Context: an optimization exercise on an open-source flow, tuned for small area, a short achievable clock period and few clock cycles per item. The choices shown serve that exercise and are no tape-out recipe. Function was not checked in any run shown here: the RTL went through the layout flow alone. Power is estimated from default activity; no workload was simulated.

<file path="run.sh">
#!/bin/bash
# synth_recipe.tcl (not shown) runs the flow's synth.tcl, then flattens the netlist and writes it again
# the make line also repeats each setting of config.mk as NAME=value (left out here)
make -C /OpenROAD-flow-scripts/flow DESIGN_CONFIG=/design/flow/config.mk WORK_HOME=/design/flow/orfs CLKGATE_MAP_FILE= SYNTH_SCRIPT=/design/flow/synth_recipe.tcl finish
</file>
<file path="config.mk">
export PLATFORM = sky130hd
export DESIGN_NAME = bicubic_resampler
export DESIGN_NICKNAME = bicubic_resampler
export VERILOG_FILES = /design/flow/design.v
export SDC_FILE = /design/flow/constraint.sdc
export NUM_CORES = 4
export LEC_CHECK = 0
export ABC_CLOCK_PERIOD_IN_PS = 2000
export CAP_MARGIN = 20
export CORE_MARGIN = 2
export CORE_UTILIZATION = 40
export SETUP_SLACK_MARGIN = 5
export SLEW_MARGIN = 20
export SYNTH_HIERARCHICAL = 1
</file>
<file path="constraint.sdc">
create_clock -name core_clock -period 10.0 [get_ports {CLK}]
set_input_delay 2.0000 -clock core_clock [delete_from_list [all_inputs] [get_ports {CLK}]]
set_output_delay 2.0000 -clock core_clock [all_outputs]
set_load 0.01 [all_outputs]
</file>
<file path="design.v">
`default_nettype none
package bicubic_pkg;
    localparam int PIX_W  = 8;
    localparam int FRAC_W = 8;    
    localparam int LEN_W  = 7;    
    typedef logic [PIX_W-1:0]  pix_t;
    typedef logic [FRAC_W-1:0] frac_t;
    typedef struct packed {
        pix_t p0;
        pix_t p1;
        pix_t p2;
        pix_t p3;
    } win_t;
    typedef struct packed {
        win_t  win;
        frac_t frac;
    } cubic_req_t;
    typedef enum logic [2:0] {
        ST_IDLE    = 3'd0,   
        ST_FILL    = 3'd1,   
        ST_DIVIDE  = 3'd2,   
        ST_ISSUE   = 3'd3,   
        ST_ADVANCE = 3'd4,   
        ST_DONE    = 3'd5    
    } ctrl_state_t;
endpackage
`default_nettype wire
`timescale 1ns/1ps
`default_nettype none
module csa_fa (input wire a, input wire b, input wire c, output wire s, output wire co);
    assign s  = a ^ b ^ c;
    assign co = (a & b) | (a & c) | (b & c);
endmodule
module csa_ha (input wire a, input wire b, output wire s, output wire co);
    assign s  = a ^ b;
    assign co = a & b;
endmodule
module bicubic_tree1 (
    input wire [10:0] au,
    input wire [7:0] x,
    input wire [10:0] a,
    input wire [9:0] s,
    output wire [11:0] ya,
    output wire [11:0] yb,
    output wire yc
);
    wire [19:0] e = {{2{s[9]}}, s, 8'd0} - {a[10], a, 8'd0} - {2'd0, x, 10'd0};
    wire t1;
    wire t2;
    wire t3;
    wire t4;
    wire t5;
    wire t6;
    wire t7;
    wire t8;
    wire t9;
    wire t10;
    wire t11;
    wire t12;
    wire t13;
    wire t14;
    wire t15;
    wire t16;
    wire t17;
    wire t18;
    wire t19;
    wire t20;
    wire t21;
    wire t22;
    wire t23;
    wire t24;
    wire t25;
    wire t26;
    wire t27;
    wire t28;
    wire t29;
    wire t30;
    wire t31;
    wire t32;
    wire t33;
    wire t34;
    wire t35;
    wire t36;
    wire t37;
    wire t38;
    wire t39;
    wire t40;
    wire t41;
    wire t42;
    wire t43;
    wire t44;
    wire t45;
    wire t46;
    wire t47;
    wire t48;
    wire t49;
    wire t50;
    wire t51;
    wire t52;
    wire t53;
    wire t54;
    wire t55;
    wire t56;
    wire t57;
    wire t58;
    wire t59;
    wire t60;
    wire t61;
    wire t62;
    wire t63;
    wire t64;
    wire t65;
    wire t66;
    wire t67;
    wire t68;
    wire t69;
    wire t70;
    wire t71;
    wire t72;
    wire t73;
    wire t74;
    wire t75;
    wire t76;
    wire t77;
    wire t78;
    wire t79;
    wire t80;
    wire t81;
    wire t82;
    wire t83;
    wire t84;
    wire t85;
    wire t86;
    wire t87;
    wire t88;
    wire t89;
    wire t90;
    wire t91;
    wire t92;
    wire t93;
    wire t94;
    wire t95;
    wire t96;
    wire t97;
    wire t98;
    wire t99;
    wire t100;
    wire t101;
    wire t102;
    wire t103;
    wire t104;
    wire t105;
    wire t106;
    wire t107;
    wire t108;
    wire t109;
    wire t110;
    wire t111;
    wire t112;
    wire t113;
    wire t114;
    wire t115;
    wire t116;
    wire t117;
    wire t118;
    wire t119;
    wire t120;
    wire t121;
    wire t122;
    wire t123;
    wire t124;
    wire t125;
    wire t126;
    wire t127;
    wire t128;
    wire t129;
    wire t130;
    wire t131;
    wire t132;
    wire t133;
    wire t134;
    wire t135;
    wire t136;
    wire t137;
    wire t138;
    wire t139;
    wire t140;
    wire t141;
    wire t142;
    wire t143;
    wire t144;
    wire t145;
    wire t146;
    wire t147;
    wire t148;
    wire t149;
    wire t150;
    wire t151;
    wire t152;
    wire t153;
    wire t154;
    csa_ha ht1 (.a((au[0] & x[5])), .b((au[1] & x[4])), .s(t1), .co(t2));
    csa_fa ft3 (.a((au[0] & x[6])), .b((au[1] & x[5])), .c((au[2] & x[4])), .s(t3), .co(t4));
    csa_ha ht5 (.a((au[3] & x[3])), .b((au[4] & x[2])), .s(t5), .co(t6));
    csa_fa ft7 (.a((au[0] & x[7])), .b((au[1] & x[6])), .c((au[2] & x[5])), .s(t7), .co(t8));
    csa_fa ft9 (.a((au[3] & x[4])), .b((au[4] & x[3])), .c((au[5] & x[2])), .s(t9), .co(t10));
    csa_ha ht11 (.a((au[6] & x[1])), .b((au[7] & x[0])), .s(t11), .co(t12));
    csa_fa ft13 (.a((au[1] & x[7])), .b((au[2] & x[6])), .c((au[3] & x[5])), .s(t13), .co(t14));
    csa_fa ft15 (.a((au[4] & x[4])), .b((au[5] & x[3])), .c((au[6] & x[2])), .s(t15), .co(t16));
    csa_fa ft17 (.a((au[7] & x[1])), .b((au[8] & x[0])), .c(e[8]), .s(t17), .co(t18));
    csa_fa ft19 (.a((au[2] & x[7])), .b((au[3] & x[6])), .c((au[4] & x[5])), .s(t19), .co(t20));
    csa_fa ft21 (.a((au[5] & x[4])), .b((au[6] & x[3])), .c((au[7] & x[2])), .s(t21), .co(t22));
    csa_fa ft23 (.a((au[8] & x[1])), .b((au[9] & x[0])), .c(e[9]), .s(t23), .co(t24));
    csa_fa ft25 (.a((au[10] & x[0])), .b((au[3] & x[7])), .c((au[4] & x[6])), .s(t25), .co(t26));
    csa_fa ft27 (.a((au[5] & x[5])), .b((au[6] & x[4])), .c((au[7] & x[3])), .s(t27), .co(t28));
    csa_fa ft29 (.a((au[8] & x[2])), .b((au[9] & x[1])), .c(e[10]), .s(t29), .co(t30));
    csa_fa ft31 (.a((au[10] & x[1])), .b((au[4] & x[7])), .c((au[5] & x[6])), .s(t31), .co(t32));
    csa_fa ft33 (.a((au[6] & x[5])), .b((au[7] & x[4])), .c((au[8] & x[3])), .s(t33), .co(t34));
    csa_ha ht35 (.a((au[9] & x[2])), .b(e[11]), .s(t35), .co(t36));
    csa_fa ft37 (.a((au[10] & x[2])), .b((au[5] & x[7])), .c((au[6] & x[6])), .s(t37), .co(t38));
    csa_fa ft39 (.a((au[7] & x[5])), .b((au[8] & x[4])), .c((au[9] & x[3])), .s(t39), .co(t40));
    csa_fa ft41 (.a((au[10] & x[3])), .b((au[6] & x[7])), .c((au[7] & x[6])), .s(t41), .co(t42));
    csa_ha ht43 (.a((au[0] & x[3])), .b((au[1] & x[2])), .s(t43), .co(t44));
    csa_fa ft45 (.a((au[0] & x[4])), .b((au[1] & x[3])), .c((au[2] & x[2])), .s(t45), .co(t46));
    csa_ha ht47 (.a((au[3] & x[1])), .b((au[4] & x[0])), .s(t47), .co(t48));
    csa_fa ft49 (.a((au[2] & x[3])), .b((au[3] & x[2])), .c((au[4] & x[1])), .s(t49), .co(t50));
    csa_fa ft51 (.a((au[5] & x[0])), .b(t1), .c(e[5]), .s(t51), .co(t52));
    csa_fa ft53 (.a((au[5] & x[1])), .b((au[6] & x[0])), .c(t2), .s(t53), .co(t54));
    csa_fa ft55 (.a(t5), .b(t3), .c(e[6]), .s(t55), .co(t56));
    csa_fa ft57 (.a(t6), .b(t11), .c(t4), .s(t57), .co(t58));
    csa_fa ft59 (.a(t7), .b(t9), .c(e[7]), .s(t59), .co(t60));
    csa_fa ft61 (.a(t12), .b(t10), .c(t8), .s(t61), .co(t62));
    csa_fa ft63 (.a(t13), .b(t15), .c(t17), .s(t63), .co(t64));
    csa_fa ft65 (.a(t14), .b(t16), .c(t19), .s(t65), .co(t66));
    csa_fa ft67 (.a(t21), .b(t18), .c(t23), .s(t67), .co(t68));
    csa_fa ft69 (.a(t20), .b(t22), .c(t25), .s(t69), .co(t70));
    csa_fa ft71 (.a(t27), .b(t24), .c(t29), .s(t71), .co(t72));
    csa_fa ft73 (.a(t26), .b(t28), .c(t31), .s(t73), .co(t74));
    csa_fa ft75 (.a(t33), .b(t35), .c(t30), .s(t75), .co(t76));
    csa_fa ft77 (.a(t32), .b(t34), .c(t37), .s(t77), .co(t78));
    csa_fa ft79 (.a(t39), .b(e[12]), .c(t36), .s(t79), .co(t80));
    csa_fa ft81 (.a((au[8] & x[5])), .b((au[9] & x[4])), .c(t38), .s(t81), .co(t82));
    csa_fa ft83 (.a(t40), .b(t41), .c(e[13]), .s(t83), .co(t84));
    csa_fa ft85 (.a((au[10] & x[4])), .b((au[7] & x[7])), .c((au[8] & x[6])), .s(t85), .co(t86));
    csa_fa ft87 (.a((au[9] & x[5])), .b(t42), .c(e[14]), .s(t87), .co(t88));
    csa_fa ft89 (.a((au[10] & x[5])), .b((au[8] & x[7])), .c((au[9] & x[6])), .s(t89), .co(t90));
    csa_ha ht91 (.a((au[0] & x[2])), .b((au[1] & x[1])), .s(t91), .co(t92));
    csa_fa ft93 (.a((au[2] & x[1])), .b((au[3] & x[0])), .c(t43), .s(t93), .co(t94));
    csa_fa ft95 (.a(t44), .b(t47), .c(t45), .s(t95), .co(t96));
    csa_fa ft97 (.a(t48), .b(t46), .c(t49), .s(t97), .co(t98));
    csa_fa ft99 (.a(t50), .b(t53), .c(t52), .s(t99), .co(t100));
    csa_fa ft101 (.a(t54), .b(t57), .c(t56), .s(t101), .co(t102));
    csa_fa ft103 (.a(t58), .b(t61), .c(t60), .s(t103), .co(t104));
    csa_fa ft105 (.a(t62), .b(t65), .c(t64), .s(t105), .co(t106));
    csa_fa ft107 (.a(t66), .b(t69), .c(t68), .s(t107), .co(t108));
    csa_fa ft109 (.a(t70), .b(t73), .c(t72), .s(t109), .co(t110));
    csa_fa ft111 (.a(t74), .b(t77), .c(t79), .s(t111), .co(t112));
    csa_fa ft113 (.a(t81), .b(t78), .c(t83), .s(t113), .co(t114));
    csa_fa ft115 (.a(t85), .b(t82), .c(t84), .s(t115), .co(t116));
    csa_fa ft117 (.a(t86), .b(t89), .c(e[15]), .s(t117), .co(t118));
    csa_fa ft119 (.a((au[10] & x[6])), .b((au[9] & x[7])), .c(t90), .s(t119), .co(t120));
    csa_ha ht121 (.a((au[0] & x[1])), .b((au[1] & x[0])), .s(t121), .co(t122));
    csa_fa ft123 (.a((au[2] & x[0])), .b(t91), .c(e[2]), .s(t123), .co(t124));
    csa_fa ft125 (.a(t92), .b(e[3]), .c(t93), .s(t125), .co(t126));
    csa_fa ft127 (.a(t94), .b(e[4]), .c(t95), .s(t127), .co(t128));
    csa_fa ft129 (.a(t96), .b(t97), .c(t51), .s(t129), .co(t130));
    csa_fa ft131 (.a(t98), .b(t55), .c(t99), .s(t131), .co(t132));
    csa_fa ft133 (.a(t59), .b(t100), .c(t101), .s(t133), .co(t134));
    csa_fa ft135 (.a(t102), .b(t103), .c(t63), .s(t135), .co(t136));
    csa_fa ft137 (.a(t104), .b(t67), .c(t105), .s(t137), .co(t138));
    csa_fa ft139 (.a(t71), .b(t106), .c(t107), .s(t139), .co(t140));
    csa_fa ft141 (.a(t75), .b(t108), .c(t109), .s(t141), .co(t142));
    csa_fa ft143 (.a(t76), .b(t111), .c(t110), .s(t143), .co(t144));
    csa_fa ft145 (.a(t80), .b(t113), .c(t112), .s(t145), .co(t146));
    csa_fa ft147 (.a(t87), .b(t114), .c(t115), .s(t147), .co(t148));
    csa_fa ft149 (.a(t88), .b(t117), .c(t116), .s(t149), .co(t150));
    csa_fa ft151 (.a(e[16]), .b(t119), .c(t118), .s(t151), .co(t152));
    csa_fa ft153 (.a((au[10] & x[7])), .b(e[17]), .c(t120), .s(t153), .co(t154));
    wire [19:0] ra = {e[19], t154, t152, t150, t148, t146, t144, t142, t140, t138, t136, t134, t132, t130, t128, t126, t124, t122, t121, (au[0] & x[0])};
    wire [19:0] rb = {1'b0, e[18], t153, t151, t149, t147, t145, t143, t141, t139, t137, t135, t133, t131, t129, t127, t125, t123, e[1], e[0]};
    wire [8:0] lo = {1'b0, ra[7:0]} + {1'b0, rb[7:0]};
    assign ya = ra[19:8];
    assign yb = rb[19:8];
    assign yc = lo[8];
endmodule
module bicubic_tree2 (
    input wire [11:0] hu,
    input wire [7:0] x,
    input wire [8:0] c,
    output wire [10:0] ya,
    output wire [10:0] yb,
    output wire yc
);
    wire [18:0] e = {{2{c[8]}}, c, 8'd0} - {x, 11'd0};
    wire t1;
    wire t2;
    wire t3;
    wire t4;
    wire t5;
    wire t6;
    wire t7;
    wire t8;
    wire t9;
    wire t10;
    wire t11;
    wire t12;
    wire t13;
    wire t14;
    wire t15;
    wire t16;
    wire t17;
    wire t18;
    wire t19;
    wire t20;
    wire t21;
    wire t22;
    wire t23;
    wire t24;
    wire t25;
    wire t26;
    wire t27;
    wire t28;
    wire t29;
    wire t30;
    wire t31;
    wire t32;
    wire t33;
    wire t34;
    wire t35;
    wire t36;
    wire t37;
    wire t38;
    wire t39;
    wire t40;
    wire t41;
    wire t42;
    wire t43;
    wire t44;
    wire t45;
    wire t46;
    wire t47;
    wire t48;
    wire t49;
    wire t50;
    wire t51;
    wire t52;
    wire t53;
    wire t54;
    wire t55;
    wire t56;
    wire t57;
    wire t58;
    wire t59;
    wire t60;
    wire t61;
    wire t62;
    wire t63;
    wire t64;
    wire t65;
    wire t66;
    wire t67;
    wire t68;
    wire t69;
    wire t70;
    wire t71;
    wire t72;
    wire t73;
    wire t74;
    wire t75;
    wire t76;
    wire t77;
    wire t78;
    wire t79;
    wire t80;
    wire t81;
    wire t82;
    wire t83;
    wire t84;
    wire t85;
    wire t86;
    wire t87;
    wire t88;
    wire t89;
    wire t90;
    wire t91;
    wire t92;
    wire t93;
    wire t94;
    wire t95;
    wire t96;
    wire t97;
    wire t98;
    wire t99;
    wire t100;
    wire t101;
    wire t102;
    wire t103;
    wire t104;
    wire t105;
    wire t106;
    wire t107;
    wire t108;
    wire t109;
    wire t110;
    wire t111;
    wire t112;
    wire t113;
    wire t114;
    wire t115;
    wire t116;
    wire t117;
    wire t118;
    wire t119;
    wire t120;
    wire t121;
    wire t122;
    wire t123;
    wire t124;
    wire t125;
    wire t126;
    wire t127;
    wire t128;
    wire t129;
    wire t130;
    wire t131;
    wire t132;
    wire t133;
    wire t134;
    wire t135;
    wire t136;
    wire t137;
    wire t138;
    wire t139;
    wire t140;
    wire t141;
    wire t142;
    wire t143;
    wire t144;
    wire t145;
    wire t146;
    wire t147;
    wire t148;
    wire t149;
    wire t150;
    wire t151;
    wire t152;
    wire t153;
    wire t154;
    wire t155;
    wire t156;
    wire t157;
    wire t158;
    wire t159;
    wire t160;
    wire t161;
    wire t162;
    wire t163;
    wire t164;
    wire t165;
    wire t166;
    wire t167;
    wire t168;
    csa_ha ht1 (.a(e[5]), .b((hu[0] & x[5])), .s(t1), .co(t2));
    csa_fa ft3 (.a(e[6]), .b((hu[0] & x[6])), .c((hu[1] & x[5])), .s(t3), .co(t4));
    csa_ha ht5 (.a((hu[2] & x[4])), .b((hu[3] & x[3])), .s(t5), .co(t6));
    csa_fa ft7 (.a(e[7]), .b((hu[0] & x[7])), .c((hu[1] & x[6])), .s(t7), .co(t8));
    csa_fa ft9 (.a((hu[2] & x[5])), .b((hu[3] & x[4])), .c((hu[4] & x[3])), .s(t9), .co(t10));
    csa_ha ht11 (.a((hu[5] & x[2])), .b((hu[6] & x[1])), .s(t11), .co(t12));
    csa_fa ft13 (.a(e[8]), .b((hu[1] & x[7])), .c((hu[2] & x[6])), .s(t13), .co(t14));
    csa_fa ft15 (.a((hu[3] & x[5])), .b((hu[4] & x[4])), .c((hu[5] & x[3])), .s(t15), .co(t16));
    csa_fa ft17 (.a((hu[6] & x[2])), .b((hu[7] & x[1])), .c((hu[8] & x[0])), .s(t17), .co(t18));
    csa_fa ft19 (.a(e[9]), .b((hu[2] & x[7])), .c((hu[3] & x[6])), .s(t19), .co(t20));
    csa_fa ft21 (.a((hu[4] & x[5])), .b((hu[5] & x[4])), .c((hu[6] & x[3])), .s(t21), .co(t22));
    csa_fa ft23 (.a((hu[7] & x[2])), .b((hu[8] & x[1])), .c((hu[9] & x[0])), .s(t23), .co(t24));
    csa_fa ft25 (.a(e[10]), .b((hu[10] & x[0])), .c((hu[3] & x[7])), .s(t25), .co(t26));
    csa_fa ft27 (.a((hu[4] & x[6])), .b((hu[5] & x[5])), .c((hu[6] & x[4])), .s(t27), .co(t28));
    csa_fa ft29 (.a((hu[7] & x[3])), .b((hu[8] & x[2])), .c((hu[9] & x[1])), .s(t29), .co(t30));
    csa_fa ft31 (.a(e[11]), .b((hu[10] & x[1])), .c((hu[11] & x[0])), .s(t31), .co(t32));
    csa_fa ft33 (.a((hu[4] & x[7])), .b((hu[5] & x[6])), .c((hu[6] & x[5])), .s(t33), .co(t34));
    csa_fa ft35 (.a((hu[7] & x[4])), .b((hu[8] & x[3])), .c((hu[9] & x[2])), .s(t35), .co(t36));
    csa_fa ft37 (.a(e[12]), .b((hu[10] & x[2])), .c((hu[11] & x[1])), .s(t37), .co(t38));
    csa_fa ft39 (.a((hu[5] & x[7])), .b((hu[6] & x[6])), .c((hu[7] & x[5])), .s(t39), .co(t40));
    csa_ha ht41 (.a((hu[8] & x[4])), .b((hu[9] & x[3])), .s(t41), .co(t42));
    csa_fa ft43 (.a(e[13]), .b((hu[10] & x[3])), .c((hu[11] & x[2])), .s(t43), .co(t44));
    csa_fa ft45 (.a((hu[6] & x[7])), .b((hu[7] & x[6])), .c((hu[8] & x[5])), .s(t45), .co(t46));
    csa_fa ft47 (.a(e[14]), .b((hu[10] & x[4])), .c((hu[11] & x[3])), .s(t47), .co(t48));
    csa_ha ht49 (.a(e[3]), .b((hu[0] & x[3])), .s(t49), .co(t50));
    csa_fa ft51 (.a(e[4]), .b((hu[0] & x[4])), .c((hu[1] & x[3])), .s(t51), .co(t52));
    csa_ha ht53 (.a((hu[2] & x[2])), .b((hu[3] & x[1])), .s(t53), .co(t54));
    csa_fa ft55 (.a((hu[1] & x[4])), .b((hu[2] & x[3])), .c((hu[3] & x[2])), .s(t55), .co(t56));
    csa_fa ft57 (.a((hu[4] & x[1])), .b((hu[5] & x[0])), .c(t1), .s(t57), .co(t58));
    csa_fa ft59 (.a((hu[4] & x[2])), .b((hu[5] & x[1])), .c((hu[6] & x[0])), .s(t59), .co(t60));
    csa_fa ft61 (.a(t2), .b(t5), .c(t3), .s(t61), .co(t62));
    csa_fa ft63 (.a((hu[7] & x[0])), .b(t6), .c(t11), .s(t63), .co(t64));
    csa_fa ft65 (.a(t4), .b(t7), .c(t9), .s(t65), .co(t66));
    csa_fa ft67 (.a(t12), .b(t10), .c(t8), .s(t67), .co(t68));
    csa_fa ft69 (.a(t13), .b(t15), .c(t17), .s(t69), .co(t70));
    csa_fa ft71 (.a(t14), .b(t16), .c(t18), .s(t71), .co(t72));
    csa_fa ft73 (.a(t19), .b(t21), .c(t23), .s(t73), .co(t74));
    csa_fa ft75 (.a(t20), .b(t22), .c(t24), .s(t75), .co(t76));
    csa_fa ft77 (.a(t25), .b(t27), .c(t29), .s(t77), .co(t78));
    csa_fa ft79 (.a(t26), .b(t28), .c(t30), .s(t79), .co(t80));
    csa_fa ft81 (.a(t31), .b(t33), .c(t35), .s(t81), .co(t82));
    csa_fa ft83 (.a(t41), .b(t32), .c(t34), .s(t83), .co(t84));
    csa_fa ft85 (.a(t36), .b(t37), .c(t39), .s(t85), .co(t86));
    csa_fa ft87 (.a((hu[9] & x[4])), .b(t42), .c(t38), .s(t87), .co(t88));
    csa_fa ft89 (.a(t40), .b(t43), .c(t45), .s(t89), .co(t90));
    csa_fa ft91 (.a((hu[7] & x[7])), .b((hu[8] & x[6])), .c((hu[9] & x[5])), .s(t91), .co(t92));
    csa_fa ft93 (.a(t44), .b(t46), .c(t47), .s(t93), .co(t94));
    csa_fa ft95 (.a(e[15]), .b((hu[10] & x[5])), .c((hu[11] & x[4])), .s(t95), .co(t96));
    csa_fa ft97 (.a((hu[8] & x[7])), .b((hu[9] & x[6])), .c(t48), .s(t97), .co(t98));
    csa_fa ft99 (.a(e[16]), .b((hu[10] & x[6])), .c((hu[11] & x[5])), .s(t99), .co(t100));
    csa_ha ht101 (.a(e[2]), .b((hu[0] & x[2])), .s(t101), .co(t102));
    csa_fa ft103 (.a((hu[1] & x[2])), .b((hu[2] & x[1])), .c((hu[3] & x[0])), .s(t103), .co(t104));
    csa_fa ft105 (.a((hu[4] & x[0])), .b(t50), .c(t53), .s(t105), .co(t106));
    csa_fa ft107 (.a(t54), .b(t52), .c(t55), .s(t107), .co(t108));
    csa_fa ft109 (.a(t56), .b(t59), .c(t58), .s(t109), .co(t110));
    csa_fa ft111 (.a(t60), .b(t63), .c(t62), .s(t111), .co(t112));
    csa_fa ft113 (.a(t64), .b(t66), .c(t67), .s(t113), .co(t114));
    csa_fa ft115 (.a(t68), .b(t70), .c(t71), .s(t115), .co(t116));
    csa_fa ft117 (.a(t72), .b(t74), .c(t75), .s(t117), .co(t118));
    csa_fa ft119 (.a(t76), .b(t78), .c(t79), .s(t119), .co(t120));
    csa_fa ft121 (.a(t80), .b(t82), .c(t83), .s(t121), .co(t122));
    csa_fa ft123 (.a(t84), .b(t86), .c(t87), .s(t123), .co(t124));
    csa_fa ft125 (.a(t91), .b(t88), .c(t90), .s(t125), .co(t126));
    csa_fa ft127 (.a(t92), .b(t95), .c(t94), .s(t127), .co(t128));
    csa_fa ft129 (.a((hu[9] & x[7])), .b(t96), .c(t99), .s(t129), .co(t130));
    csa_fa ft131 (.a(e[17]), .b((hu[10] & x[7])), .c((hu[11] & x[6])), .s(t131), .co(t132));
    csa_ha ht133 (.a(e[1]), .b((hu[0] & x[1])), .s(t133), .co(t134));
    csa_fa ft135 (.a((hu[1] & x[1])), .b((hu[2] & x[0])), .c(t101), .s(t135), .co(t136));
    csa_fa ft137 (.a(t102), .b(t49), .c(t103), .s(t137), .co(t138));
    csa_fa ft139 (.a(t104), .b(t51), .c(t105), .s(t139), .co(t140));
    csa_fa ft141 (.a(t106), .b(t57), .c(t107), .s(t141), .co(t142));
    csa_fa ft143 (.a(t108), .b(t61), .c(t109), .s(t143), .co(t144));
    csa_fa ft145 (.a(t65), .b(t110), .c(t111), .s(t145), .co(t146));
    csa_fa ft147 (.a(t69), .b(t112), .c(t113), .s(t147), .co(t148));
    csa_fa ft149 (.a(t73), .b(t114), .c(t115), .s(t149), .co(t150));
    csa_fa ft151 (.a(t77), .b(t116), .c(t117), .s(t151), .co(t152));
    csa_fa ft153 (.a(t81), .b(t118), .c(t119), .s(t153), .co(t154));
    csa_fa ft155 (.a(t85), .b(t120), .c(t121), .s(t155), .co(t156));
    csa_fa ft157 (.a(t89), .b(t122), .c(t123), .s(t157), .co(t158));
    csa_fa ft159 (.a(t93), .b(t124), .c(t125), .s(t159), .co(t160));
    csa_fa ft161 (.a(t97), .b(t126), .c(t127), .s(t161), .co(t162));
    csa_fa ft163 (.a(t98), .b(t129), .c(t128), .s(t163), .co(t164));
    csa_fa ft165 (.a(t100), .b(t131), .c(t130), .s(t165), .co(t166));
    csa_fa ft167 (.a(e[18]), .b((hu[11] & x[7])), .c(t132), .s(t167), .co(t168));
    wire [18:0] ra = {t166, t164, t162, t160, t158, t156, t154, t152, t150, t148, t146, t144, t142, t140, t138, t136, t134, t133, e[0]};
    wire [18:0] rb = {t167, t165, t163, t161, t159, t157, t155, t153, t151, t149, t147, t145, t143, t141, t139, t137, t135, (hu[1] & x[0]), (hu[0] & x[0])};
    wire [8:0] lo = {1'b0, ra[7:0]} + {1'b0, rb[7:0]};
    assign ya = ra[18:8];
    assign yb = rb[18:8];
    assign yc = lo[8];
endmodule
module bicubic_tree3 (
    input wire [10:0] hu,
    input wire [7:0] x,
    input wire [7:0] p,
    output wire [9:0] ya,
    output wire [9:0] yb,
    output wire yc
);
    wire [18:0] e = {2'd0, p, 9'h100} - {1'd0, x, 10'd0};
    wire t1;
    wire t2;
    wire t3;
    wire t4;
    wire t5;
    wire t6;
    wire t7;
    wire t8;
    wire t9;
    wire t10;
    wire t11;
    wire t12;
    wire t13;
    wire t14;
    wire t15;
    wire t16;
    wire t17;
    wire t18;
    wire t19;
    wire t20;
    wire t21;
    wire t22;
    wire t23;
    wire t24;
    wire t25;
    wire t26;
    wire t27;
    wire t28;
    wire t29;
    wire t30;
    wire t31;
    wire t32;
    wire t33;
    wire t34;
    wire t35;
    wire t36;
    wire t37;
    wire t38;
    wire t39;
    wire t40;
    wire t41;
    wire t42;
    wire t43;
    wire t44;
    wire t45;
    wire t46;
    wire t47;
    wire t48;
    wire t49;
    wire t50;
    wire t51;
    wire t52;
    wire t53;
    wire t54;
    wire t55;
    wire t56;
    wire t57;
    wire t58;
    wire t59;
    wire t60;
    wire t61;
    wire t62;
    wire t63;
    wire t64;
    wire t65;
    wire t66;
    wire t67;
    wire t68;
    wire t69;
    wire t70;
    wire t71;
    wire t72;
    wire t73;
    wire t74;
    wire t75;
    wire t76;
    wire t77;
    wire t78;
    wire t79;
    wire t80;
    wire t81;
    wire t82;
    wire t83;
    wire t84;
    wire t85;
    wire t86;
    wire t87;
    wire t88;
    wire t89;
    wire t90;
    wire t91;
    wire t92;
    wire t93;
    wire t94;
    wire t95;
    wire t96;
    wire t97;
    wire t98;
    wire t99;
    wire t100;
    wire t101;
    wire t102;
    wire t103;
    wire t104;
    wire t105;
    wire t106;
    wire t107;
    wire t108;
    wire t109;
    wire t110;
    wire t111;
    wire t112;
    wire t113;
    wire t114;
    wire t115;
    wire t116;
    wire t117;
    wire t118;
    wire t119;
    wire t120;
    wire t121;
    wire t122;
    wire t123;
    wire t124;
    wire t125;
    wire t126;
    wire t127;
    wire t128;
    wire t129;
    wire t130;
    wire t131;
    wire t132;
    wire t133;
    wire t134;
    wire t135;
    wire t136;
    wire t137;
    wire t138;
    wire t139;
    wire t140;
    wire t141;
    wire t142;
    wire t143;
    wire t144;
    wire t145;
    wire t146;
    wire t147;
    wire t148;
    wire t149;
    wire t150;
    wire t151;
    wire t152;
    wire t153;
    wire t154;
    csa_ha ht1 (.a(e[5]), .b((hu[0] & x[5])), .s(t1), .co(t2));
    csa_fa ft3 (.a(e[6]), .b((hu[0] & x[6])), .c((hu[1] & x[5])), .s(t3), .co(t4));
    csa_ha ht5 (.a((hu[2] & x[4])), .b((hu[3] & x[3])), .s(t5), .co(t6));
    csa_fa ft7 (.a(e[7]), .b((hu[0] & x[7])), .c((hu[1] & x[6])), .s(t7), .co(t8));
    csa_fa ft9 (.a((hu[2] & x[5])), .b((hu[3] & x[4])), .c((hu[4] & x[3])), .s(t9), .co(t10));
    csa_ha ht11 (.a((hu[5] & x[2])), .b((hu[6] & x[1])), .s(t11), .co(t12));
    csa_fa ft13 (.a(e[8]), .b((hu[1] & x[7])), .c((hu[2] & x[6])), .s(t13), .co(t14));
    csa_fa ft15 (.a((hu[3] & x[5])), .b((hu[4] & x[4])), .c((hu[5] & x[3])), .s(t15), .co(t16));
    csa_fa ft17 (.a((hu[6] & x[2])), .b((hu[7] & x[1])), .c((hu[8] & x[0])), .s(t17), .co(t18));
    csa_fa ft19 (.a(e[9]), .b((hu[2] & x[7])), .c((hu[3] & x[6])), .s(t19), .co(t20));
    csa_fa ft21 (.a((hu[4] & x[5])), .b((hu[5] & x[4])), .c((hu[6] & x[3])), .s(t21), .co(t22));
    csa_fa ft23 (.a((hu[7] & x[2])), .b((hu[8] & x[1])), .c((hu[9] & x[0])), .s(t23), .co(t24));
    csa_fa ft25 (.a(e[10]), .b((hu[10] & x[0])), .c((hu[3] & x[7])), .s(t25), .co(t26));
    csa_fa ft27 (.a((hu[4] & x[6])), .b((hu[5] & x[5])), .c((hu[6] & x[4])), .s(t27), .co(t28));
    csa_fa ft29 (.a((hu[7] & x[3])), .b((hu[8] & x[2])), .c((hu[9] & x[1])), .s(t29), .co(t30));
    csa_fa ft31 (.a(e[11]), .b((hu[10] & x[1])), .c((hu[4] & x[7])), .s(t31), .co(t32));
    csa_fa ft33 (.a((hu[5] & x[6])), .b((hu[6] & x[5])), .c((hu[7] & x[4])), .s(t33), .co(t34));
    csa_ha ht35 (.a((hu[8] & x[3])), .b((hu[9] & x[2])), .s(t35), .co(t36));
    csa_fa ft37 (.a(e[12]), .b((hu[10] & x[2])), .c((hu[5] & x[7])), .s(t37), .co(t38));
    csa_fa ft39 (.a((hu[6] & x[6])), .b((hu[7] & x[5])), .c((hu[8] & x[4])), .s(t39), .co(t40));
    csa_fa ft41 (.a(e[13]), .b((hu[10] & x[3])), .c((hu[6] & x[7])), .s(t41), .co(t42));
    csa_ha ht43 (.a(e[3]), .b((hu[0] & x[3])), .s(t43), .co(t44));
    csa_fa ft45 (.a(e[4]), .b((hu[0] & x[4])), .c((hu[1] & x[3])), .s(t45), .co(t46));
    csa_ha ht47 (.a((hu[2] & x[2])), .b((hu[3] & x[1])), .s(t47), .co(t48));
    csa_fa ft49 (.a((hu[1] & x[4])), .b((hu[2] & x[3])), .c((hu[3] & x[2])), .s(t49), .co(t50));
    csa_fa ft51 (.a((hu[4] & x[1])), .b((hu[5] & x[0])), .c(t1), .s(t51), .co(t52));
    csa_fa ft53 (.a((hu[4] & x[2])), .b((hu[5] & x[1])), .c((hu[6] & x[0])), .s(t53), .co(t54));
    csa_fa ft55 (.a(t2), .b(t5), .c(t3), .s(t55), .co(t56));
    csa_fa ft57 (.a((hu[7] & x[0])), .b(t6), .c(t11), .s(t57), .co(t58));
    csa_fa ft59 (.a(t4), .b(t7), .c(t9), .s(t59), .co(t60));
    csa_fa ft61 (.a(t12), .b(t10), .c(t8), .s(t61), .co(t62));
    csa_fa ft63 (.a(t13), .b(t15), .c(t17), .s(t63), .co(t64));
    csa_fa ft65 (.a(t14), .b(t16), .c(t18), .s(t65), .co(t66));
    csa_fa ft67 (.a(t19), .b(t21), .c(t23), .s(t67), .co(t68));
    csa_fa ft69 (.a(t20), .b(t22), .c(t24), .s(t69), .co(t70));
    csa_fa ft71 (.a(t25), .b(t27), .c(t29), .s(t71), .co(t72));
    csa_fa ft73 (.a(t35), .b(t26), .c(t28), .s(t73), .co(t74));
    csa_fa ft75 (.a(t30), .b(t31), .c(t33), .s(t75), .co(t76));
    csa_fa ft77 (.a((hu[9] & x[3])), .b(t36), .c(t32), .s(t77), .co(t78));
    csa_fa ft79 (.a(t34), .b(t37), .c(t39), .s(t79), .co(t80));
    csa_fa ft81 (.a((hu[7] & x[6])), .b((hu[8] & x[5])), .c((hu[9] & x[4])), .s(t81), .co(t82));
    csa_fa ft83 (.a(t38), .b(t40), .c(t41), .s(t83), .co(t84));
    csa_fa ft85 (.a(e[14]), .b((hu[10] & x[4])), .c((hu[7] & x[7])), .s(t85), .co(t86));
    csa_fa ft87 (.a((hu[8] & x[6])), .b((hu[9] & x[5])), .c(t42), .s(t87), .co(t88));
    csa_fa ft89 (.a(e[15]), .b((hu[10] & x[5])), .c((hu[8] & x[7])), .s(t89), .co(t90));
    csa_ha ht91 (.a(e[2]), .b((hu[0] & x[2])), .s(t91), .co(t92));
    csa_fa ft93 (.a((hu[1] & x[2])), .b((hu[2] & x[1])), .c((hu[3] & x[0])), .s(t93), .co(t94));
    csa_fa ft95 (.a((hu[4] & x[0])), .b(t44), .c(t47), .s(t95), .co(t96));
    csa_fa ft97 (.a(t48), .b(t46), .c(t49), .s(t97), .co(t98));
    csa_fa ft99 (.a(t50), .b(t53), .c(t52), .s(t99), .co(t100));
    csa_fa ft101 (.a(t54), .b(t57), .c(t56), .s(t101), .co(t102));
    csa_fa ft103 (.a(t58), .b(t60), .c(t61), .s(t103), .co(t104));
    csa_fa ft105 (.a(t62), .b(t64), .c(t65), .s(t105), .co(t106));
    csa_fa ft107 (.a(t66), .b(t68), .c(t69), .s(t107), .co(t108));
    csa_fa ft109 (.a(t70), .b(t72), .c(t73), .s(t109), .co(t110));
    csa_fa ft111 (.a(t74), .b(t76), .c(t77), .s(t111), .co(t112));
    csa_fa ft113 (.a(t81), .b(t78), .c(t80), .s(t113), .co(t114));
    csa_fa ft115 (.a(t82), .b(t85), .c(t84), .s(t115), .co(t116));
    csa_fa ft117 (.a((hu[9] & x[6])), .b(t86), .c(t89), .s(t117), .co(t118));
    csa_fa ft119 (.a(e[16]), .b((hu[10] & x[6])), .c((hu[9] & x[7])), .s(t119), .co(t120));
    csa_ha ht121 (.a(e[1]), .b((hu[0] & x[1])), .s(t121), .co(t122));
    csa_fa ft123 (.a((hu[1] & x[1])), .b((hu[2] & x[0])), .c(t91), .s(t123), .co(t124));
    csa_fa ft125 (.a(t92), .b(t43), .c(t93), .s(t125), .co(t126));
    csa_fa ft127 (.a(t94), .b(t45), .c(t95), .s(t127), .co(t128));
    csa_fa ft129 (.a(t96), .b(t51), .c(t97), .s(t129), .co(t130));
    csa_fa ft131 (.a(t98), .b(t55), .c(t99), .s(t131), .co(t132));
    csa_fa ft133 (.a(t59), .b(t100), .c(t101), .s(t133), .co(t134));
    csa_fa ft135 (.a(t63), .b(t102), .c(t103), .s(t135), .co(t136));
    csa_fa ft137 (.a(t67), .b(t104), .c(t105), .s(t137), .co(t138));
    csa_fa ft139 (.a(t71), .b(t106), .c(t107), .s(t139), .co(t140));
    csa_fa ft141 (.a(t75), .b(t108), .c(t109), .s(t141), .co(t142));
    csa_fa ft143 (.a(t79), .b(t110), .c(t111), .s(t143), .co(t144));
    csa_fa ft145 (.a(t83), .b(t112), .c(t113), .s(t145), .co(t146));
    csa_fa ft147 (.a(t87), .b(t114), .c(t115), .s(t147), .co(t148));
    csa_fa ft149 (.a(t88), .b(t117), .c(t116), .s(t149), .co(t150));
    csa_fa ft151 (.a(t90), .b(t119), .c(t118), .s(t151), .co(t152));
    csa_fa ft153 (.a(e[17]), .b((hu[10] & x[7])), .c(t120), .s(t153), .co(t154));
    wire [18:0] ra = {t154, t152, t150, t148, t146, t144, t142, t140, t138, t136, t134, t132, t130, t128, t126, t124, t122, t121, e[0]};
    wire [18:0] rb = {e[18], t153, t151, t149, t147, t145, t143, t141, t139, t137, t135, t133, t131, t129, t127, t125, t123, (hu[1] & x[0]), (hu[0] & x[0])};
    wire [9:0] lo = {1'b0, ra[8:0]} + {1'b0, rb[8:0]};
    assign ya = ra[18:9];
    assign yb = rb[18:9];
    assign yc = lo[9];
endmodule
`default_nettype wire
`timescale 1ns/1ps
`default_nettype none
module bicubic_resampler #(
    parameter int LEN_W = bicubic_pkg::LEN_W
) (
    input  wire logic              CLK,
    input  wire logic              RST,
    input  wire logic              start_i,
    input  wire logic [LEN_W-1:0]  src_len_i,
    input  wire logic [LEN_W-1:0]  dst_len_i,
    input  wire logic              src_valid_i,
    input  wire bicubic_pkg::pix_t src_pix_i,
    output logic                   src_ready_o,
    output logic                   out_valid_o,
    output bicubic_pkg::pix_t      out_pix_o,
    input  wire logic              out_ready_i,
    output logic                   done_o
);
    localparam int QN = 5;   
    logic             busy;        
    logic             done_r;
    logic [LEN_W-1:0] den;         
    logic [LEN_W-1:0] src_left;    
    logic             sl_nz;       
    logic [LEN_W-1:0] out_left;    
    logic             ol_nz;       
    logic             k8;          
    logic             loaded;      
    logic             filling;     
    logic [1:0]       fsh;         
    logic             out0;        
    logic             prep;        
    logic [QN-1:0]    oc;          
    logic [1:0]       dcnt;
    logic             ddone;
    logic [7:0]       kq;          
    logic [LEN_W-1:0] rr;          
    logic [LEN_W-1:0] dmr;         
    logic [7:0]       xr;          
    logic [7:0]       xn;          
    logic [LEN_W-1:0] en;          
    logic             sh;          
    logic [7:0]         p1, p2, p3;
    logic signed [10:0] ca;
    logic signed [9:0]  cs;        
    logic signed [8:0]  cc;
    logic start_go, pop, iss0, issr, iss, run, need, step, take, win_sh;
    logic [7:0] npix;
    logic [7:0] x_in;
    assign start_go = start_i && !busy;
    assign pop      = out_valid_o && out_ready_i;
    assign run  = prep && ol_nz && !oc[QN-1];
    assign need = sh && sl_nz;
    assign src_ready_o = (filling && sl_nz) || (run && need);
    assign take = src_ready_o && src_valid_i;
    assign step = filling && (!sl_nz || src_valid_i);     
    assign iss0 = busy && loaded && !out0;
    assign issr = run && (!need || src_valid_i);
    assign iss  = iss0 || issr;
    assign win_sh = (step && loaded) || (issr && sh);
    assign npix = sl_nz ? src_pix_i : p3;
    assign x_in = out0 ? xr : 8'd0;
    logic [LEN_W+1:0] sd;          
    logic [LEN_W-1:0] r1, r2;
    logic [LEN_W:0]   t1, t2;
    logic             q1, q2;
    always_comb begin
        sd = {1'b0, src_len_i, 1'b0} + {2'b01, ~dst_len_i};
        t1 = {en, 1'b0};
        q1 = (t1 >= {1'b0, den});
        r1 = q1 ? LEN_W'(t1 - {1'b0, den}) : t1[LEN_W-1:0];
        t2 = {r1, 1'b0};
        q2 = (t2 >= {1'b0, den});
        r2 = q2 ? LEN_W'(t2 - {1'b0, den}) : t2[LEN_W-1:0];
    end
    logic       ecar;
    logic [8:0] xsum;
    logic [9:0] xcs;
    always_comb begin
        ecar = (en >= dmr);
        xcs  = {1'b0, xn, 1'b1} + {1'b0, kq, ecar};
        xsum = xcs[9:1];
    end
    logic busy_n, out0_n, ddone_n, filling_n, fin;
    always_comb begin
        fin       = pop && oc[0] && !oc[1] && !ol_nz;     
        busy_n    = start_go || (busy && !fin);
        out0_n    = !start_go && (out0 || iss0);
        ddone_n   = !start_go && (ddone || dcnt == 2'd3);
        filling_n = start_go || (filling && !(step && loaded && fsh == 2'd1));
    end
    always_ff @(posedge CLK) begin
        if (RST) begin
            busy    <= 1'b0;
            done_r  <= 1'b0;
            oc      <= '0;
            filling <= 1'b0;
            prep    <= 1'b0;
        end else begin
            busy    <= busy_n;
            filling <= filling_n;
            prep    <= busy_n && out0_n && ddone_n && !filling_n;
            if (start_go) done_r <= 1'b0;
            else if (fin) done_r <= 1'b1;
            if (iss && !pop) oc <= {oc[QN-2:0], 1'b1};
            else if (!iss && pop) oc <= {1'b0, oc[QN-1:1]};
        end
    end
    always_ff @(posedge CLK) begin
        out0  <= out0_n;
        ddone <= ddone_n;
        if (start_go) begin
            den      <= dst_len_i - 1'b1;
            k8       <= (src_len_i == dst_len_i);
            src_left <= src_len_i;
            sl_nz    <= 1'b1;
            out_left <= dst_len_i;
            ol_nz    <= 1'b1;
            loaded   <= 1'b0;
            fsh      <= (src_len_i == dst_len_i) ? 2'd3 : 2'd2;
            dcnt     <= 2'd0;
        end else begin
            if (take) begin
                src_left <= src_left - 1'b1;
                sl_nz    <= (src_left != LEN_W'(1));
            end
            if (iss) begin
                out_left <= out_left - 1'b1;
                ol_nz    <= (out_left != LEN_W'(1));
            end
            if (step) begin
                loaded <= 1'b1;
                if (loaded) fsh <= fsh - 1'b1;
            end
            if (!ddone) dcnt <= dcnt + 1'b1;
        end
    end
    always_ff @(posedge CLK) begin
        if (start_go) begin
            en <= sd[LEN_W+1] ? sd[LEN_W-1:0] : LEN_W'({src_len_i, 1'b0} - 2'd2);
            kq <= {7'd0, sd[LEN_W+1]};
        end else if (!ddone && dcnt != 2'd3) begin
            en <= r2;
            kq <= {kq[5:0], q1, q2};
        end else if (!ddone) begin
            kq  <= k8 ? 8'd0 : {kq[6:0], q1};
            rr  <= k8 ? '0 : r1;
            dmr <= k8 ? den : LEN_W'(den - r1);
            xr  <= k8 ? 8'd0 : {kq[6:0], q1};
            xn  <= k8 ? 8'd0 : {kq[5:0], q1, q2};
            en  <= k8 ? '0 : r2;
            sh  <= k8 | kq[6];
        end else if (issr) begin
            xr <= xn;
            xn <= xsum[7:0];
            en <= ecar ? LEN_W'(en - dmr) : LEN_W'(en + rr);
            sh <= xsum[8] | k8;
        end
    end
    logic signed [10:0] pa;
    logic signed [9:0]  ps;
    logic signed [8:0]  pc;
    bicubic_coef u_coef (.p1(p1), .p2(p2), .p3(p3), .pa(pa), .ps(ps), .pc(pc));
    always_ff @(posedge CLK) begin
        if (step && !loaded) begin
            p1 <= src_pix_i;
            p2 <= src_pix_i;
            p3 <= src_pix_i;
            ca <= '0;
            cs <= '0;
            cc <= '0;
        end else if (win_sh) begin
            p1 <= p2;
            p2 <= p3;
            p3 <= npix;
            ca <= pa + $signed({3'b0, npix});
            cs <= ps;
            cc <= pc;
        end
    end
    logic               v1, v2, v3;
    logic [11:0]        r1a, r1b;
    logic               r1c;
    logic [10:0]        r2a, r2b;
    logic               r2c;
    logic [9:0]         r3a, r3b;
    logic               r3c;
    logic signed [8:0]  c1;
    logic [7:0]         pp1, pp2;
    logic [7:0]         x1, x2;
    logic [11:0] t1a, t1b;
    logic        t1c;
    logic [10:0] t2a, t2b;
    logic        t2c;
    logic [9:0]  t3a, t3b;
    logic        t3c;
    logic [12:0] h1c;
    logic [11:0] h2c;
    logic [10:0] y3c;
    logic [11:0] h1;
    logic [10:0] h2;
    logic [9:0]  y3;
    logic [7:0]  res;
    bicubic_tree1 u_t1 (.au({~ca[10], ca[9:0]}), .x(x_in), .a(ca), .s(cs), .ya(t1a), .yb(t1b), .yc(t1c));
    assign h1c = {r1a, 1'b1} + {r1b, r1c};
    assign h1  = h1c[12:1];
    bicubic_tree2 u_t2 (.hu({~h1[11], h1[10:0]}), .x(x1), .c(c1), .ya(t2a), .yb(t2b), .yc(t2c));
    assign h2c = {r2a, 1'b1} + {r2b, r2c};
    assign h2  = h2c[11:1];
    bicubic_tree3 u_t3 (.hu({~h2[10], h2[9:0]}), .x(x2), .p(pp2), .ya(t3a), .yb(t3b), .yc(t3c));
    assign y3c = {r3a, 1'b1} + {r3b, r3c};
    assign y3  = y3c[10:1];
    assign res = y3[9] ? 8'd0 : (y3[8] ? 8'hff : y3[7:0]);
    always_ff @(posedge CLK) begin
        if (RST) begin
            v1 <= 1'b0;
            v2 <= 1'b0;
            v3 <= 1'b0;
        end else begin
            v1 <= iss;
            v2 <= v1;
            v3 <= v2;
        end
    end
    always_ff @(posedge CLK) begin
        r1a <= t1a;
        r1b <= t1b;
        r1c <= t1c;
        c1  <= cc;
        pp1 <= p1;
        x1  <= x_in;
        r2a <= t2a;
        r2b <= t2b;
        r2c <= t2c;
        pp2 <= pp1;
        x2  <= x1;
        r3a <= t3a;
        r3b <= t3b;
        r3c <= t3c;
    end
    logic [7:0] qe [QN];
    logic [QN-1:0] qv;
    logic [7:0] se [QN];
    logic [QN-1:0] sv;
    always_comb begin
        for (int i = 0; i < QN; i++) begin
            sv[i] = pop ? ((i + 1 < QN) ? qv[(i + 1) % QN] : 1'b0) : qv[i];
            se[i] = pop ? ((i + 1 < QN) ? qe[(i + 1) % QN] : qe[i]) : qe[i];
        end
    end
    always_ff @(posedge CLK) begin
        for (int i = 0; i < QN; i++) begin
            if (RST) begin
                qv[i] <= 1'b0;
            end else begin
                qv[i] <= sv[i] || (v3 && (i == 0 || sv[(i + QN - 1) % QN]));
            end
            qe[i] <= (v3 && !sv[i] && (i == 0 || sv[(i + QN - 1) % QN])) ? res : se[i];
        end
    end
    assign out_valid_o = qv[0];
    assign out_pix_o   = qe[0];
    assign done_o      = done_r;
endmodule
module bicubic_coef (
    input  wire logic [7:0]         p1,
    input  wire logic [7:0]         p2,
    input  wire logic [7:0]         p3,
    output logic signed [10:0]      pa,
    output logic signed [9:0]       ps,
    output logic signed [8:0]       pc
);
    assign pa = 11'sd3 * $signed({3'b0, p2}) - $signed({3'b0, p1}) - 11'sd3 * $signed({3'b0, p3});
    assign ps = $signed({2'b0, p1}) - 10'sd2 * $signed({2'b0, p2}) + $signed({2'b0, p3});
    assign pc = $signed({1'b0, p3}) - $signed({1'b0, p1});
endmodule
`default_nettype wire
</file>
==> results by group, run 1 <==
Timing
  – Slew headroom: 31.6%
  – Worst-Margin Slew: 1020 ps
  – Final setup violation count: 0
  – Final worst slack: 5250 ps
  – Final Critical Period: 4750 ps
  – Hold Fails Final Rpt: 0
  – Final Skew: 19.7 ps
  – RSZ-0062 raised after global routing: yes
  – Slew Limit Fails: 0
  – Fin Setup TNS: 0 ps
  – Share of the cycle needed by the critical path after routing: 47.5%
  – Fmax: 211 MHz

Power and ir drop
  – Clk pwr share: 19.1%
  – Pwr per Cell Area: 271 nW/um^2
  – Reg power frac: 24.7%
  – Switching power: 3160 uW
  – Leakage power: 0.0122 uW
  – Sw Share: 43.1%
  – Combinational share of power: 56.2%
  – Pint: 4170 uW
  – Peak VDD IR: 0.190 mV

Global routing
  – Overflow after GRT: 0
  – Total Routing Usage GR: 17.6%
  – Largest net degree at the start of global routing: 50
  – Initial antenna violation count: 0
  – First-pass GRT wire length: 90900 um
  – Vias in the first global route: 17700

Critical path
  – Critical Path, Cell by Cell: inv_1 -> fa_1 -> nor2b_1 -> o21a_1 -> o21ai_0 -> nand2b_1 -> a21oi_1 -> xnor2_1 -> and2_1 -> ha_1 -> fa_1 -> fa_1 -> fa_1 -> ha_1 -> nand3_1 -> o21ai_0
  – Crit path max-delay cell type: xnor2_1
  – Critical path origin: r1c$_DFF_P_
  – Crit start category: register
  – Worst Setup End Kind: register
  – CP top delay family: adder cells
  – CP bufs+invs: 1
  – Critical path type: reg -> reg
  – Worst path arrival time: 5180 ps
  – Reg2reg setup slack: 5250 ps
  – Crit path largest cell delay: 620 ps
  – Req. time, crit path: 10430 ps
  – Reg-to-reg startpoint: r1c$_DFF_P_
  – CP most frequent cell: fa_1
  – Crit Path Max Fanout: 8

Run
  – Max Cap Violations: 0

Synth
  – Ys Warns: 9
  – Async SR Flop Fraction: 0%
  – Number of synthesized flops with an enable pin: 127
  – Syn Inst Count: 2488
  – Average cell area after synthesis: 10.0 sq um
  – Top post-synthesis cells by area: fa_1 (21%), edfxtp_1 (15%), dfxtp_1 (14%)
  – Yosys top cell by area: fa_1
  – Synth Register Bits: 298
  – Netlist cell types: 86
  – Synth top area share: 20.7%
  – Post-Syn Area: 24900 sq um
  – Sequential element share of the synthesized area: 29.1%
  – Most used flip-flop cell after synthesis: dfxtp_1

Placed design
  – Post-place setup slack: 5160 ps
  – Placed Cells: 3260
  – Final GP Congestion: 0.864
  – Port Buffers: 37
  – HPWL Detailed: 41900 um

Routing
  – Iter 0 DRT Violations: 930
  – Drt via density: 5.07
  – Wire length per cell: 16.3 um
  – First drt pass iteration count: 7
  – DR vias: 16900
  – DRC: 0
  – DRT antenna net count: 0
  – Final WL: 54500 um

Finish
  – Fin cells: 3333
  – Reg area: 7240 sq um
  – Number of diodes: 0
  – Nets: 2952
  – Area taken by multi-input logic gates: 16200 sq um
  – Fin util: 44.0%
  – Layout Area Growth over Synthesis: 8.94%
  – Layout cells sized above 1: 5.85%
  – Filler cells: 5857

Clocking
  – TritonCTS buffer count: 37
  – CTS clock-pin slew for the worst setup and hold paths: 60 ps
  – Worst skew pair latency: 540 ps
  – Clock buffer depth: 3
  – CTS H-tree depth: 2
  – CTS Hold Bufs: 0
  – CTS tree: done
  – Root buffer cell: clkbuf_16
  – Clock sink count: 298

Floorplan
  – Initial Utilization: 40.4%
  – Die H: 253 um
  – Die Wd: 253 um
  – Core area: 61600 sq um
  – Die ar.: 64200 sq um
  – Row count: 91
  – Num ports: 38

Worst hold path
  – Hold Startpoint: pp1[5]$_DFF_P_
  – HP Class: reg -> reg

Run status
  – Outcome: no timing/DRC/antenna violations
[final cells by class]
cell class	count	share of cell area, %
well taps	837	3.86
flip-flops and latches	298	26.7
clock inverters	21	0.863
clock buffers	47	3.90
inverters	208	2.88
multi-input cells	1866	59.9
repair buffers	56	1.89
[synth_stat cells (9+ instances only)]
| library cell | n |
|---|---|
| a211oi_1 | 12 |
| a21o_1 | 32 |
| a21oi_1 | 139 |
| a22o_1 | 13 |
| a31oi_1 | 12 |
| and2_1 | 278 |
| buf_4 | 67 |
| clkbuf_1 | 59 |
| dfxtp_1 | 171 |
| edfxtp_1 | 127 |
| fa_1 | 257 |
| ha_1 | 201 |
| inv_1 | 207 |
| mux2_2 | 24 |
| mux2i_1 | 16 |
| nand2_1 | 208 |
| nand2b_1 | 17 |
| nand3_1 | 35 |
| nor2_1 | 119 |
| nor2b_1 | 27 |
| nor3_1 | 35 |
| o211ai_1 | 9 |
| o21a_1 | 20 |
| o21ai_0 | 105 |
| o21ai_1 | 15 |
| o21bai_1 | 15 |
| xnor2_1 | 91 |
| xor2_1 | 40 |
[path summary, 6_finish.rpt]
| path | end | depth (start not counted) |
|---|---|---|
| max | r2c$_DFF_P_ | 16 |
| min | pp2[5]$_DFF_P_ | 0 |
| max reg2reg | r2c$_DFF_P_ | 16 |
| min reg2reg | pp2[5]$_DFF_P_ | 0 |
[cells in the final DEF, fill, tap and decap left out, types with 20 or more instances in the layout]
cell and n:
nor3_1 34, edfxtp_1 127, nand2_1 207, o21ai_0 104, xor2_1 39, ha_1 201, nor2_1 117, xnor2_1 89
nand3_1 35, a21o_1 32, nor2b_1 27, a21oi_1 136, clkdlybuf4s50_1 37, and2_1 278, mux2_2 24, inv_1 207
conb_1 23, o21a_1 20, fa_1 257, clkbuf_16 40, dfxtp_1 171
[cell families after synthesis]
logic type	after synthesis	share of synthesized area [%]
flip-flops	298	29.1
buffers and inverters	342	6.18
other	5	0.0754
adder cells (fa/ha/maj)	458	30.8
multiplexers	40	1.73
XOR/XNOR	132	4.68
AO/OA/AOI/OAI	442	11.5
AND/OR/NAND/NOR	771	16.0
[state kept, by name, indices dropped and copies added, names as in the netlist, 9 cells and up]
name and cells:
r3b 10, c1 9, r3a 10, cc 9, r1b 12, r2a 11
ca 11, qe 40, r1a 12, r2b 11, cs 10
[routing by layer]
metal / share of wire, % / global-route usage (%) / wire length [um]
met2: 49 / 30.5 / 26700
met4: 2.7 / 5.85 / 1490
met3: 3.1 / 2.15 / 1690
met5: 0 / 0 / 0
met1: 45 / 22.6 / 24700
[modules after synthesis (local to each module, per instance)]
module             cell area [sq um]  cells inside  flops+latches
bicubic_resampler              14200          1393            298
bicubic_tree3                   1240           181              0
csa_ha                          12.5             1              0
bicubic_tree1                   1640           231              0
csa_fa                          20.0             1              0
bicubic_coef                    2030           259              0
bicubic_tree2                   1230           186              0
[metrics by stage]
step | instance area (sq um) | hold WS, ps | total power, uW
after floorplan | 25000 | 310 | 5280
after global placement | 25700 | 315 | 5840
after detailed placement | 25700 | 314 | 5940
after CTS | 27000 | 328 | 7390
after global routing | 27100 | 329 | 8020
final | 27100 | 325 | 7340
[timing repair]
action                     in CTS  in global routing
gates resized for setup         0                  6
setup endpoints to repair       0                  3
setup buffers                   0                  5
[power by group through the flow]
stage / Clock, uW / Sequential [uW] / Combinational [uW]
6_report: 1400 / 1810 / 4120
5_1_grt: 1490 / 1840 / 4690
4_1_cts: 1440 / 1810 / 4140
3_5_place_dp: 0 / 1840 / 4110
3_3_place_gp: 0 / 1840 / 4000
2_1_floorplan: 0 / 1730 / 3550
==> inputs of run 2 (changes only) <==
--- a/design.v
+++ b/design.v
@@ -825,2 +825,4 @@
     logic             sl_nz;       
+    logic [7:0]       nb;          
+    logic             nbv;         
     logic [LEN_W-1:0] out_left;    
@@ -847,3 +849,3 @@
     logic signed [8:0]  cc;
-    logic start_go, pop, iss0, issr, iss, run, need, step, take, win_sh;
+    logic start_go, pop, iss0, issr, iss, run, avail, step, take, win_sh;
     logic [7:0] npix;
@@ -852,12 +854,12 @@
     assign pop      = out_valid_o && out_ready_i;
-    assign run  = prep && ol_nz && !oc[QN-1];
-    assign need = sh && sl_nz;
-    assign src_ready_o = (filling && sl_nz) || (run && need);
-    assign take = src_ready_o && src_valid_i;
-    assign step = filling && (!sl_nz || src_valid_i);     
-    assign iss0 = busy && loaded && !out0;
-    assign issr = run && (!need || src_valid_i);
-    assign iss  = iss0 || issr;
+    assign run   = prep && ol_nz && !oc[QN-1];
+    assign avail = nbv || !sl_nz;
+    assign src_ready_o = sl_nz && (!nbv || filling || (run && sh));
+    assign take  = src_ready_o && src_valid_i;
+    assign step  = filling && avail;                      
+    assign iss0  = busy && loaded && !out0;
+    assign issr  = run && (!sh || avail);
+    assign iss   = iss0 || issr;
     assign win_sh = (step && loaded) || (issr && sh);
-    assign npix = sl_nz ? src_pix_i : p3;
+    assign npix  = nbv ? nb : p3;
     assign x_in = out0 ? xr : 8'd0;
@@ -917,2 +919,3 @@
             sl_nz    <= 1'b1;
+            nbv      <= 1'b0;
             out_left <= dst_len_i;
@@ -926,2 +929,6 @@
                 sl_nz    <= (src_left != LEN_W'(1));
+                nb       <= src_pix_i;
+                nbv      <= 1'b1;
+            end else if (step || (issr && sh)) begin
+                nbv      <= 1'b0;
             end
@@ -966,5 +973,5 @@
         if (step && !loaded) begin
-            p1 <= src_pix_i;
-            p2 <= src_pix_i;
-            p3 <= src_pix_i;
+            p1 <= nb;
+            p2 <= nb;
+            p3 <= nb;
             ca <= '0;
--- a/config.mk
+++ b/config.mk
@@ -7,3 +7,3 @@
 export LEC_CHECK = 0
-export ABC_CLOCK_PERIOD_IN_PS = 2000
+export ABC_CLOCK_PERIOD_IN_PS = 4000
 export CAP_MARGIN = 20
==> run 2 against run 1 <==
Highest routed layer is now met5. Utilization decreased by 0.54 points. Sequential share of layout area increased by 0.79 points. Power increased by 5.8%. Register-to-register slack got worse by 170 ps. Die area increased by 1.6%. Area after synthesis increased by 1.6%. Still clean on timing, DRC and antenna. Maximum frequency decreased by 3.4%. Largest power group unchanged.
==> results by group, run 2 <==
Critical path
  – Worst path arrival time: 5360 ps
  – Crit start category: register
  – Crit Path Max Fanout: 5
  – Reg2reg path depth: 19
  – Critical R2R Capture: ca[10]$_SDFFE_PP0P_
  – Reg2reg setup slack: 5080 ps
  – Critical path origin: p3[0]$_DFFE_PP_
  – Critical path type: reg -> reg
  – Critical Path Sink: ca[10]$_SDFFE_PP0P_
  – Worst Setup End Kind: register
  – Req. time, crit path: 10440 ps
  – Reg-to-reg startpoint: p3[0]$_DFFE_PP_

Global routing
  – First-pass GRT wire length: 91900 um
  – Vias in the first global route: 18100
  – Total Routing Usage GR: 17.1%
  – Initial antenna violation count: 3
  – Overflow after GRT: 0
  – Largest net degree at the start of global routing: 46

Timing
  – Fmax: 203 MHz
  – RSZ-0062 raised after global routing: yes
  – Final setup violation count: 0
  – Slew headroom: 34.1%
  – Final Critical Period: 4920 ps
  – Slew Limit Fails: 0
  – Hold Fails Final Rpt: 0
  – Fin Setup TNS: 0 ps
  – Worst-Margin Slew: 988 ps
  – Final Skew: 9.71 ps
  – Share of the cycle needed by the critical path after routing: 49.2%

Finish
  – Max reg flops: 40
  – Fin util: 43.5%
  – Nets: 2922
  – Layout cells sized above 1: 6.62%
  – Most frequent cells in the layout: and2_1 (281), fa_1 (257), inv_1 (205)
  – Biggest regs: qe: 40 flops, r1a: 12 flops, r1b: 12 flops
  – Commonest non-fill, non-tap cell in the layout: and2_1
  – Layout Area Growth over Synthesis: 7.85%
  – Most flops, register: qe

Floorplan
  – Num ports: 38
  – Core area: 62700 sq um
  – Die Wd: 255 um
  – Die ar.: 65300 sq um
  – Initial Utilization: 40.3%
  – Die H: 255 um
  – Row count: 92

Synth
  – Async SR Flop Fraction: 0%
  – Top post-synthesis cells by area: fa_1 (20%), edfxtp_1 (16%), dfxtp_1 (14%)
  – Number of synthesized flops with an enable pin: 135
  – Count leader, synth: and2_1
  – Sequential element share of the synthesized area: 29.6%
  – Synth top area share: 20.3%
  – Ys Warns: 9
  – Post-Syn Area: 25300 sq um
  – Yosys top cell by area: fa_1
  – Synth Register Bits: 307
  – Average cell area after synthesis: 10.3 sq um
  – Netlist cell types: 87
  – Commonest cells post-synth: and2_1 (281), fa_1 (257), inv_1 (205)
  – Most used flip-flop cell after synthesis: dfxtp_1
  – Syn Inst Count: 2461

Routing
  – Final WL: 55000 um
  – Iter 0 DRT Violations: 704
  – Wire length per cell: 16.6 um
  – DR vias: 17000
  – First drt pass iteration count: 5
  – DRC: 0
  – Drt via density: 5.15
  – DRT antenna net count: 0

Run
  – Max Cap Violations: 0

Clocking
  – CTS tree: done
  – CTS Hold Bufs: 0
  – Clock sink count: 307
  – Root buffer cell: clkbuf_16
  – TritonCTS buffer count: 35
  – Clock buffer depth: 3
  – CTS H-tree depth: 2
  – Worst skew pair latency: 540 ps
  – CTS clock-pin slew for the worst setup and hold paths: 60 ps

Run status
  – Outcome: no timing/DRC/antenna violations

Placed design
  – HPWL Detailed: 42900 um
  – Final GP Congestion: 0.874
  – Port Buffers: 37

Power and ir drop
  – Leakage power: 0.0121 uW
  – Peak VDD IR: 0.200 mV
  – Pwr per Cell Area: 285 nW/um^2

Worst hold path
  – HP Class: reg -> reg
==> run 2: changes by cell type in the layout (fill, tap and decap cells not counted), moves of 10 or more <==
| cell | before | now |
|---|---|---|
| nand2_1 | 207 | 124 |
| o21ai_0 | 104 | 74 |
| nor2_1 | 117 | 146 |
| mux2_2 | 24 | 50 |
| a21oi_1 | 136 | 117 |
| o22ai_1 | 4 | 21 |
| a21o_1 | 32 | 22 |
==> run 2: cell type report <==
cell class | count | area [sq um]
clock inverter | 16 | 135
clock buffer | 47 | 951
sequential | 307 | 7500
multi-input combinational | 1833 | 16400
inverter | 206 | 773
tap | 846 | 1060
timing repair buffer | 54 | 498
antenna | 2 | 5.00
fill | 5948 | 35500
==> run 2: cells by family after synthesis <==
kind of cell	synth area share [%]
buf+inv	6.09
other cells	0.0742
flops	29.6
fa+ha+maj	30.3
simple gates	15.7
mux	3.06
xor+xnor	4.40
compound gates	10.8
==> run 2: repair_timing <==
| action | 4_1_cts | 5_1_grt |
|---|---|---|
| setup endpoints to repair | 1 | 14 |
| buffers inserted | 1 | 1 |
| gates resized for setup | 1 | 4 |
==> run 2: Yosys stat by module (local to each module, per instance) <==
module	cells	times used	flip-flops and latches	cell area, sq um
bicubic_coef	259	1	0	2030
bicubic_resampler	1366	1	307	14600
bicubic_tree1	231	1	0	1640
bicubic_tree2	186	1	0	1230
bicubic_tree3	181	1	0	1240
csa_fa	1	214	0	20.0
csa_ha	1	24	0	12.5
==> run 2: worst max-delay path: stages, from the launching register on <==
cell      delay [ps]
edfxtp_1         410
ha_1             260
fa_1             430
a21o_1           190
a21oi_2          170
xnor2_1          100
fa_1             480
inv_1             50
fa_1             500
inv_1             40
ha_1             350
a21boi_1         280
nor3_2            80
xnor2_1          140
ha_1             350
or2_2            290
a21oi_1          210
a211oi_1          90
xnor2_1          150
a221oi_1         240
==> run 2: stage by stage <==
step | std cells | hold slack (ps) | cell area (sq um) | setup WS, ps | total power (uW)
CTS | 3308 | 327 | 27200 | 5080 | 7850
global placement | 3244 | 315 | 26100 | 4960 | 6450
finish | 3311 | 327 | 27300 | 5080 | 7760
floorplan | 2479 | 310 | 25400 | 5280 | 5910
global route | 3309 | 329 | 27300 | 4870 | 8540
detailed placement | 3244 | 312 | 26100 | 4960 | 6570
==> run 2: power by group <==
group	switching [uW]	leakage, uW	total [uW]	internal, uW
logic	2640	0.00888	4600	1950
clock network	533	0.000527	1240	703
registers	252	0.00268	1930	1680
==> run 2: worst min path at each step <==
| stage | from | to | cells past startpoint |
|---|---|---|---|
| floorplan | pp1[0]$_DFF_P_ | pp2[0]$_DFF_P_ | 0 |
| global placement | pp1[3]$_DFF_P_ | pp2[3]$_DFF_P_ | 0 |
| detailed placement | pp1[2]$_DFF_P_ | pp2[2]$_DFF_P_ | 0 |
| CTS | pp1[2]$_DFF_P_ | pp2[2]$_DFF_P_ | 0 |
| global route | pp1[7]$_DFF_P_ | pp2[7]$_DFF_P_ | 0 |
| finish | pp1[2]$_DFF_P_ | pp2[2]$_DFF_P_ | 0 |
==> run 2: metal layers <==
metal	GRT usage, %	wire, um	up-vias
li1	-	-	8198
met1	21.5	24300	8445
met2	30.0	27100	281
met3	2.41	1920	118
met4	5.98	1760	2
met5	0	18	-

[re-timing with driven ports]
Ports are ideal in the flow. The routed layouts listed here were re-timed in OpenROAD. Step 1, drivers: a clkbuf_16 drives CLK and a buf_2 each remaining input, both assumed. Step 2 moves the port delays by t, midway between the first and last clock arrival at a register: inputs arrive t later, outputs are due t later. That takes back most of the time a late clock gives input paths. a / b / c = ideal / step 1 / step 2; a / b = the first two.
| run | shift t [ns] | slack for setup (ns) | hold slack, ns | worst setup path at the end | cell pins on the clock port's net |
|---|---|---|---|---|---|
| run 1 | 0.590 | 5.251 / 5.251 / 5.175 | 0.325 / 0.325 / 0.325 | input to register | 1 |
| run 2 | 0.586 | 5.085 / 5.085 / 5.085 | 0.327 / 0.327 / 0.327 | register to register | 1 |
After both steps setup and hold are still met in every run listed. For run 1, which loses most, drivers alone change the setup slack by 0.000 ns; drivers and shift together by -0.076 ns.
